This is an optimization exercise on Yosys and OpenROAD, whose aim is small area, a short achievable clock period and few clock cycles per item, not a production implementation. Function was checked by simulation only, so behaviour that the tests miss may differ from the original. No activity file was given, so power comes from the tool's default toggle rates.

Setup of delta:
==> module restoring_divider, before the edit <==
module restoring_divider #(
    parameter int SLOT_W = 3
) (
    input  logic                 clk,
    input  logic                 rst,
    input  logic                 start,
    input  muldiv_pkg::operand_t dividend,
    input  muldiv_pkg::operand_t divisor,
    input  logic [SLOT_W-1:0]    tag,
    input  logic                 mul_wr_next,  
    output logic                 busy,
    output logic                 wr_en,     
    output logic [2**SLOT_W-1:0] wr_sel,    
    output logic [SLOT_W-1:0]    wr_slot,
    output muldiv_pkg::result_t  wr_data
);
    logic        twait;       
    logic        norm;        
    logic        run;         
    logic        pend;        
    logic        last;        
    logic [3:0]  left;        
    logic [3:0]  shift;       
    logic [31:0] rem;
    logic [31:0] dvsr;        
    logic [33:0] dvsr3;       
    logic [31:0] quo;
    logic        take;
    assign take = start && !busy && !rst;
    function automatic logic [5:0] bitlen(input logic [31:0] v);
        logic [5:0] n;
        n = 6'd0;
        for (int i = 0; i < 32; i++) if (v[i]) n = i + 1;
        bitlen = n;
    endfunction
    logic [5:0] lx, ly;
    logic [5:0] k;          
    logic       in_yzero;
    logic       in_triv;
    assign lx       = bitlen(dividend);
    assign ly       = bitlen(divisor);
    assign k        = lx - ly;
    assign in_yzero = (divisor == 32'd0);
    assign in_triv  = in_yzero || (dividend < divisor);
    logic [31:0] dvsr_n;
    assign dvsr_n = dvsr << {shift, 1'b0};
    function automatic logic [34:0] ks_sub(input logic [34:0] a, input logic [34:0] b);
        logic [34:0] p, g, pp, gg, c;
        p = a ^ ~b;
        g = a & ~b;
        pp = p;
        gg = g | p & {34'd0, 1'b1};   
        for (int d = 1; d < 35; d = d * 2) begin
            for (int i = 34; i >= d; i--) begin
                gg[i] = gg[i] | (pp[i] & gg[i-d]);
                pp[i] = pp[i] & pp[i-d];
            end
        end
        c = {gg[33:0], 1'b1};
        ks_sub = p ^ c;
    endfunction
    logic [34:0] t1, t2, t3;
    assign t1 = ks_sub({3'd0, rem}, {3'd0, dvsr});
    assign t2 = ks_sub({3'd0, rem}, {2'd0, dvsr, 1'b0});
    assign t3 = ks_sub({3'd0, rem}, {1'd0, dvsr3});
    logic [1:0]  digit;
    logic [31:0] rem_next;
    always_comb begin
        if (!t3[34]) begin
            digit = 2'd3;
            rem_next = t3[31:0];
        end else if (!t2[34]) begin
            digit = 2'd2;
            rem_next = t2[31:0];
        end else if (!t1[34]) begin
            digit = 2'd1;
            rem_next = t1[31:0];
        end else begin
            digit = 2'd0;
            rem_next = rem;
        end
    end
    logic stall;
    assign stall = mul_wr_next;
    always_ff @(posedge clk) begin
        if (rst) begin
            twait <= 1'b0;
            norm  <= 1'b0;
            run   <= 1'b0;
        end else if (take) begin
            twait <= in_triv && mul_wr_next;
            norm  <= !in_triv;
        end else if (twait) begin
            twait <= 1'b0;
        end else if (norm) begin
            norm <= 1'b0;
            run  <= 1'b1;
        end else if (run && last && !stall) begin
            run <= 1'b0;
        end
    end
    logic              pend_next;
    logic [SLOT_W-1:0] slot_next;
    assign pend_next = (take && in_triv && !mul_wr_next) || (!rst && twait) || (!rst && run && last && !stall);
    assign slot_next = take ? tag : wr_slot;
    always_ff @(posedge clk) begin
        pend <= pend_next;
        for (int i = 0; i < 2**SLOT_W; i++) wr_sel[i] <= pend_next && (slot_next == SLOT_W'(i));
    end
    always_ff @(posedge clk) begin
        if (take) begin
            rem     <= dividend;
            dvsr    <= divisor;
            shift   <= k[4:1];
            quo     <= in_yzero ? 32'hFFFF_FFFF : 32'd0;
            wr_slot <= tag;
        end else if (norm) begin
            dvsr  <= dvsr_n;
            dvsr3 <= {2'd0, dvsr_n} + {1'd0, dvsr_n, 1'b0};
            left  <= shift;
            last  <= (shift == 4'd0);
        end else if (run && !(last && stall)) begin
            rem   <= rem_next;
            quo   <= {quo[29:0], digit};
            dvsr  <= dvsr >> 2;
            dvsr3 <= dvsr3 >> 2;
            left  <= left - 4'd1;
            last  <= (left == 4'd1);
        end
    end
    assign busy    = twait || norm || run;
    assign wr_en   = pend;
    assign wr_data = {rem, quo};
endmodule
==> module result_bank, before the edit <==
module result_bank #(
    parameter int SLOT_W = 3
) (
    input  logic                clk,
    input  logic                we,
    input  logic [SLOT_W-1:0]   wr_slot,
    input  muldiv_pkg::result_t wr_data,
    input  logic [2**SLOT_W-1:0] byp_sel,   
    input  muldiv_pkg::result_t byp_data,
    input  logic [SLOT_W-1:0]   rd_slot,
    output muldiv_pkg::result_t rd_data
);
    localparam int DEPTH = 2 ** SLOT_W;
    muldiv_pkg::result_t mem [DEPTH];
    always_ff @(posedge clk) begin
        if (we) begin
            mem[wr_slot] <= wr_data;
        end
    end
    logic [DEPTH-1:0] dec;
    always_comb begin
        for (int i = 0; i < DEPTH; i++) dec[i] = (rd_slot == SLOT_W'(i));
        rd_data = byp_data & {64{|(dec & byp_sel)}};
        for (int i = 0; i < DEPTH; i++) rd_data = rd_data | (mem[i] & {64{dec[i] && !byp_sel[i]}});
    end
endmodule
clock: 5.0 ns
lec_check: 0
cap_margin: 20
core_margin: 2
core_utilization: 40
cts_buf_list: sky130_fd_sc_hd__clkbuf_4 sky130_fd_sc_hd__clkbuf_8
place_density: 0.6
setup_slack_margin: 1.05
slew_margin: 20
run.sh (not shown) runs the stock make flow with config.mk's settings and CLKGATE_MAP_FILE= SYNTH_SCRIPT=/design/flow/synth_recipe.tcl, a recipe that flattens the netlist after the stock synthesis.
delta finished all stages; the layout is clean.
Testbench counts of delta, summed over its fixed seeds: cycles 11,126, ops 3,200.
Relative to delta, the following input files were edited for epsilon:
diff --git a/flow/design.v b/flow/design.v
--- a/flow/design.v
+++ b/flow/design.v
@@ -180,10 +180,10 @@
     assign ly       = bitlen(divisor);
     assign k        = lx - ly;
     assign in_yzero = (divisor == 32'd0);
     assign in_triv  = in_yzero || (dividend < divisor);
-    logic [31:0] dvsr_n;
-    assign dvsr_n = dvsr << {shift, 1'b0};
+    logic [33:0] in_y3;     
+    assign in_y3 = {2'd0, divisor} + {1'd0, divisor, 1'b0};
     function automatic logic [34:0] ks_sub(input logic [34:0] a, input logic [34:0] b);
         logic [34:0] p, g, pp, gg, c;
         p = a ^ ~b;
         g = a & ~b;
@@ -249,14 +249,15 @@
     always_ff @(posedge clk) begin
         if (take) begin
             rem     <= dividend;
             dvsr    <= divisor;
+            dvsr3   <= in_y3;
             shift   <= k[4:1];
             quo     <= in_yzero ? 32'hFFFF_FFFF : 32'd0;
             wr_slot <= tag;
         end else if (norm) begin
-            dvsr  <= dvsr_n;
-            dvsr3 <= {2'd0, dvsr_n} + {1'd0, dvsr_n, 1'b0};
+            dvsr  <= dvsr << {shift, 1'b0};
+            dvsr3 <= dvsr3 << {shift, 1'b0};
             left  <= shift;
             last  <= (shift == 4'd0);
         end else if (run && !(last && stall)) begin
             rem   <= rem_next;
@@ -309,13 +310,17 @@
             mem[wr_slot] <= wr_data;
         end
     end
     logic [DEPTH-1:0] dec;
+    logic             byp_hit;
+    muldiv_pkg::result_t mem_data;
     always_comb begin
         for (int i = 0; i < DEPTH; i++) dec[i] = (rd_slot == SLOT_W'(i));
-        rd_data = byp_data & {64{|(dec & byp_sel)}};
-        for (int i = 0; i < DEPTH; i++) rd_data = rd_data | (mem[i] & {64{dec[i] && !byp_sel[i]}});
+        mem_data = '0;
+        for (int i = 0; i < DEPTH; i++) mem_data = mem_data | (mem[i] & {64{dec[i]}});
     end
+    assign byp_hit = |(dec & byp_sel);
+    assign rd_data = byp_hit ? byp_data : mem_data;
 endmodule
 `timescale 1ns/1ps
 module muldiv_unit #(
     parameter int SLOT_W = 3
## What came out
epsilon: flow completed, timing, DRC and antenna clean
In the reports for delta and epsilon, the larger antenna diode count belongs to delta.
Taking delta as the reference, in epsilon global-route wire length before repair went up 17 mm; synthesized-area fraction occupied by ao, oa, aoi and oai cells climbed 1.8 points; design area now larger.
Of delta and epsilon, epsilon shows the higher width of the die, with delta below it.
[compare] base=delta new=epsilon: final setup slack of the worst path went up by 0.17 ns, number of signal-net buffers in the layout dropped 36, floorplan die area grew by 2.9%.
delta ended up with nand4_1 as its worst-path cell with the longest stage delay; epsilon ended up with and3_4.
delta vs epsilon, timing endpoint of the critical path: rd_data[41] vs rd_data[46]
Testbench counts of epsilon, summed over its fixed seeds: cycles 11,126, ops 3,200.


Another version of the RTL of muldiv_unit (not shown whole).
Size in the first run: about 4900 cells after synthesis, ~840 flip-flops, roughly 0.052 mm² of cells after synthesis.
Settings: LEC_CHECK=0, CAP_MARGIN=20, CORE_MARGIN=2, CORE_UTILIZATION=40, CTS_BUF_LIST=sky130_fd_sc_hd__clkbuf_4 sky130_fd_sc_hd__clkbuf_8, PLACE_DENSITY=0.6, SETUP_SLACK_MARGIN=1.05, SLEW_MARGIN=20; clock period 5.0 ns.
Testbench counts at the start, summed over its fixed seeds: cycles 11,126, ops 3,200.
==> next run, changes <==
--- a/flow/design.v
+++ b/flow/design.v
@@ -145,15 +145,14 @@
     input  logic                 start,
     input  muldiv_pkg::operand_t dividend,
     input  muldiv_pkg::operand_t divisor,
     input  logic [SLOT_W-1:0]    tag,
     input  logic                 mul_wr_next,  
     output logic                 busy,
     output logic                 wr_en,     
-    output logic [2**SLOT_W-1:0] wr_sel,    
     output logic [SLOT_W-1:0]    wr_slot,
     output muldiv_pkg::result_t  wr_data
 );
     logic        twait;       
     logic        norm;        
     logic        run;         
     logic        pend;        
@@ -230,54 +229,42 @@
             twait <= in_triv && mul_wr_next;
             norm  <= !in_triv;
         end else if (twait) begin
             twait <= 1'b0;
         end else if (norm) begin
             norm <= 1'b0;
             run  <= 1'b1;
-        end else if (run && last) begin
-            run   <= 1'b0;
-            twait <= stall;
+        end else if (run && last && !stall) begin
+            run <= 1'b0;
         end
     end
-    logic              pend_next;
-    logic [SLOT_W-1:0] slot_next;
-    assign pend_next = (take && in_triv && !mul_wr_next) || (!rst && twait) || (!rst && run && last && !stall);
-    assign slot_next = take ? tag : wr_slot;
     always_ff @(posedge clk) begin
-        pend <= pend_next;
-        for (int i = 0; i < 2**SLOT_W; i++) wr_sel[i] <= pend_next && (slot_next == SLOT_W'(i));
+        pend <= (take && in_triv && !mul_wr_next) || (!rst && twait) || (!rst && run && last && !stall);
     end
     always_ff @(posedge clk) begin
         if (take) begin
             rem     <= dividend;
+            dvsr    <= divisor;
+            dvsr3   <= in_y3;
             lxr     <= lx;
             lyr     <= ly;
             quo     <= in_yzero ? 32'hFFFF_FFFF : 32'd0;
             wr_slot <= tag;
         end else if (norm) begin
+            dvsr  <= dvsr << {k[4:1], 1'b0};
+            dvsr3 <= dvsr3 << {k[4:1], 1'b0};
             left  <= k[4:1];
             last  <= (k[4:1] == 4'd0);
-        end else if (run) begin
+        end else if (run && !(last && stall)) begin
             rem   <= rem_next;
             quo   <= {quo[29:0], digit};
-            left  <= left - 4'd1;
-            last  <= (left == 4'd1);
-        end
-    end
-    always_ff @(posedge clk) begin
-        if (take) begin
-            dvsr  <= divisor;
-            dvsr3 <= in_y3;
-        end else if (norm) begin
-            dvsr  <= dvsr << {k[4:1], 1'b0};
-            dvsr3 <= dvsr3 << {k[4:1], 1'b0};
-        end else begin
             dvsr  <= dvsr >> 2;
             dvsr3 <= dvsr3 >> 2;
+            left  <= left - 4'd1;
+            last  <= (left == 4'd1);
         end
     end
     assign busy    = twait || norm || run;
     assign wr_en   = pend;
     assign wr_data = {rem, quo};
 endmodule
 `timescale 1ns/1ps
@@ -302,15 +289,16 @@
 module result_bank #(
     parameter int SLOT_W = 3
 ) (
     input  logic                clk,
     input  logic                we,
     input  logic [SLOT_W-1:0]   wr_slot,
     input  muldiv_pkg::result_t wr_data,
-    input  logic [2**SLOT_W-1:0] byp_sel,   
+    input  logic                byp_en,     
+    input  logic [SLOT_W-1:0]   byp_slot,
     input  muldiv_pkg::result_t byp_data,
     input  logic [SLOT_W-1:0]   rd_slot,
     output muldiv_pkg::result_t rd_data
 );
     localparam int DEPTH = 2 ** SLOT_W;
     muldiv_pkg::result_t mem [DEPTH];
     always_ff @(posedge clk) begin
@@ -322,15 +310,15 @@
     logic             byp_hit;
     muldiv_pkg::result_t mem_data;
     always_comb begin
         for (int i = 0; i < DEPTH; i++) dec[i] = (rd_slot == SLOT_W'(i));
         mem_data = '0;
         for (int i = 0; i < DEPTH; i++) mem_data = mem_data | (mem[i] & {64{dec[i]}});
     end
-    assign byp_hit = |(dec & byp_sel);
+    assign byp_hit = byp_en && (rd_slot == byp_slot);
     assign rd_data = byp_hit ? byp_data : mem_data;
 endmodule
 `timescale 1ns/1ps
 module muldiv_unit #(
     parameter int SLOT_W = 3
 ) (
     input  logic                 clk,
@@ -349,33 +337,32 @@
     output muldiv_pkg::result_t  rd_data
 );
     logic                mul_we;
     logic                mul_wr_next;
     logic [SLOT_W-1:0]   mul_slot;
     muldiv_pkg::result_t mul_data;
     logic                div_we;
-    logic [2**SLOT_W-1:0] div_sel;
     logic [SLOT_W-1:0]   div_slot;
     muldiv_pkg::result_t div_data;
     logic                bank_we;
     logic [SLOT_W-1:0]   bank_slot;
     muldiv_pkg::result_t bank_data;
     shift_add_multiplier #(.SLOT_W(SLOT_W)) i_mul (
         .clk(clk), .rst(rst), .start(mul_start), .a(mul_a), .b(mul_b), .tag(mul_tag),
         .busy(mul_busy), .wr_en(mul_we), .wr_next(mul_wr_next), .wr_slot(mul_slot), .wr_data(mul_data)
     );
     restoring_divider #(.SLOT_W(SLOT_W)) i_div (
         .clk(clk), .rst(rst), .start(div_start), .dividend(div_dividend),
         .divisor(div_divisor), .tag(div_tag), .mul_wr_next(mul_wr_next), .busy(div_busy),
-        .wr_en(div_we), .wr_sel(div_sel), .wr_slot(div_slot), .wr_data(div_data)
+        .wr_en(div_we), .wr_slot(div_slot), .wr_data(div_data)
     );
     result_arbiter #(.SLOT_W(SLOT_W)) i_arb (
         .mul_we(mul_we), .mul_slot(mul_slot), .mul_data(mul_data),
         .div_we(div_we), .div_slot(div_slot), .div_data(div_data),
         .bank_we(bank_we), .bank_slot(bank_slot), .bank_data(bank_data)
     );
     result_bank #(.SLOT_W(SLOT_W)) i_bank (
         .clk(clk), .we(bank_we), .wr_slot(bank_slot), .wr_data(bank_data),
-        .byp_sel(div_sel), .byp_data(div_data),
+        .byp_en(div_we), .byp_slot(div_slot), .byp_data(div_data),
         .rd_slot(rd_slot), .rd_data(rd_data)
     );
 endmodule
Result: The new run went through all stages and came out clean. Maximum frequency drops slightly. Via count drops slightly. Hold slack is better by 0.0043 ns. Sequential share of layout area climbs by 0.77 points. Final cell count drops slightly. Setup slack is worse by 0.044 ns. Register-to-register slack is worse by 0.02 ns. Final area stays flat. Clock power climbs slightly. Critical path depth drops by 3. Combinational power drops by about a fifth. First-iteration DRC count climbs by roughly a tenth. Flip-flop and latch count drops by 8.
Testbench counts after the change, summed over its fixed seeds: cycles 11,126, ops 3,200.

## re-timing with driven ports
The flow's constraints put no driver on any port. The routed layouts listed below were extracted and timed again, unchanged, in two steps. Step 1 sets driving cells, clkbuf_16 on the clock port and buf_2 on the other inputs (assumed; they add their load-dependent delay and slew). Step 2 moves the port delays by t, midway between the first and last clock arrival at a register: inputs arrive t later, outputs are due t later. That takes back most of the time a late clock gives input paths. a / b / c = ideal ports / drivers / drivers and shift; a / b = the first two.
run | t, ns | setup WS [ns] | worst setup path at the end | cell pins on the clock port's net
delta | 0.961 | 0.921 / 0.840 / 0.270 | input to register | 1
epsilon | 0.954 | 1.094 / 1.065 / 0.217 | input to register | 1
the first run of note 2 | 0.963 | 1.048 / 0.892 / 0.290 | input to register | 1
the second run of note 2 | 0.946 | 1.004 / 0.930 / 0.409 | input to register | 1
After both steps setup and hold are still met in every run listed. For epsilon, which loses most, drivers alone change the setup slack by -0.029 ns; drivers and shift together by -0.877 ns.
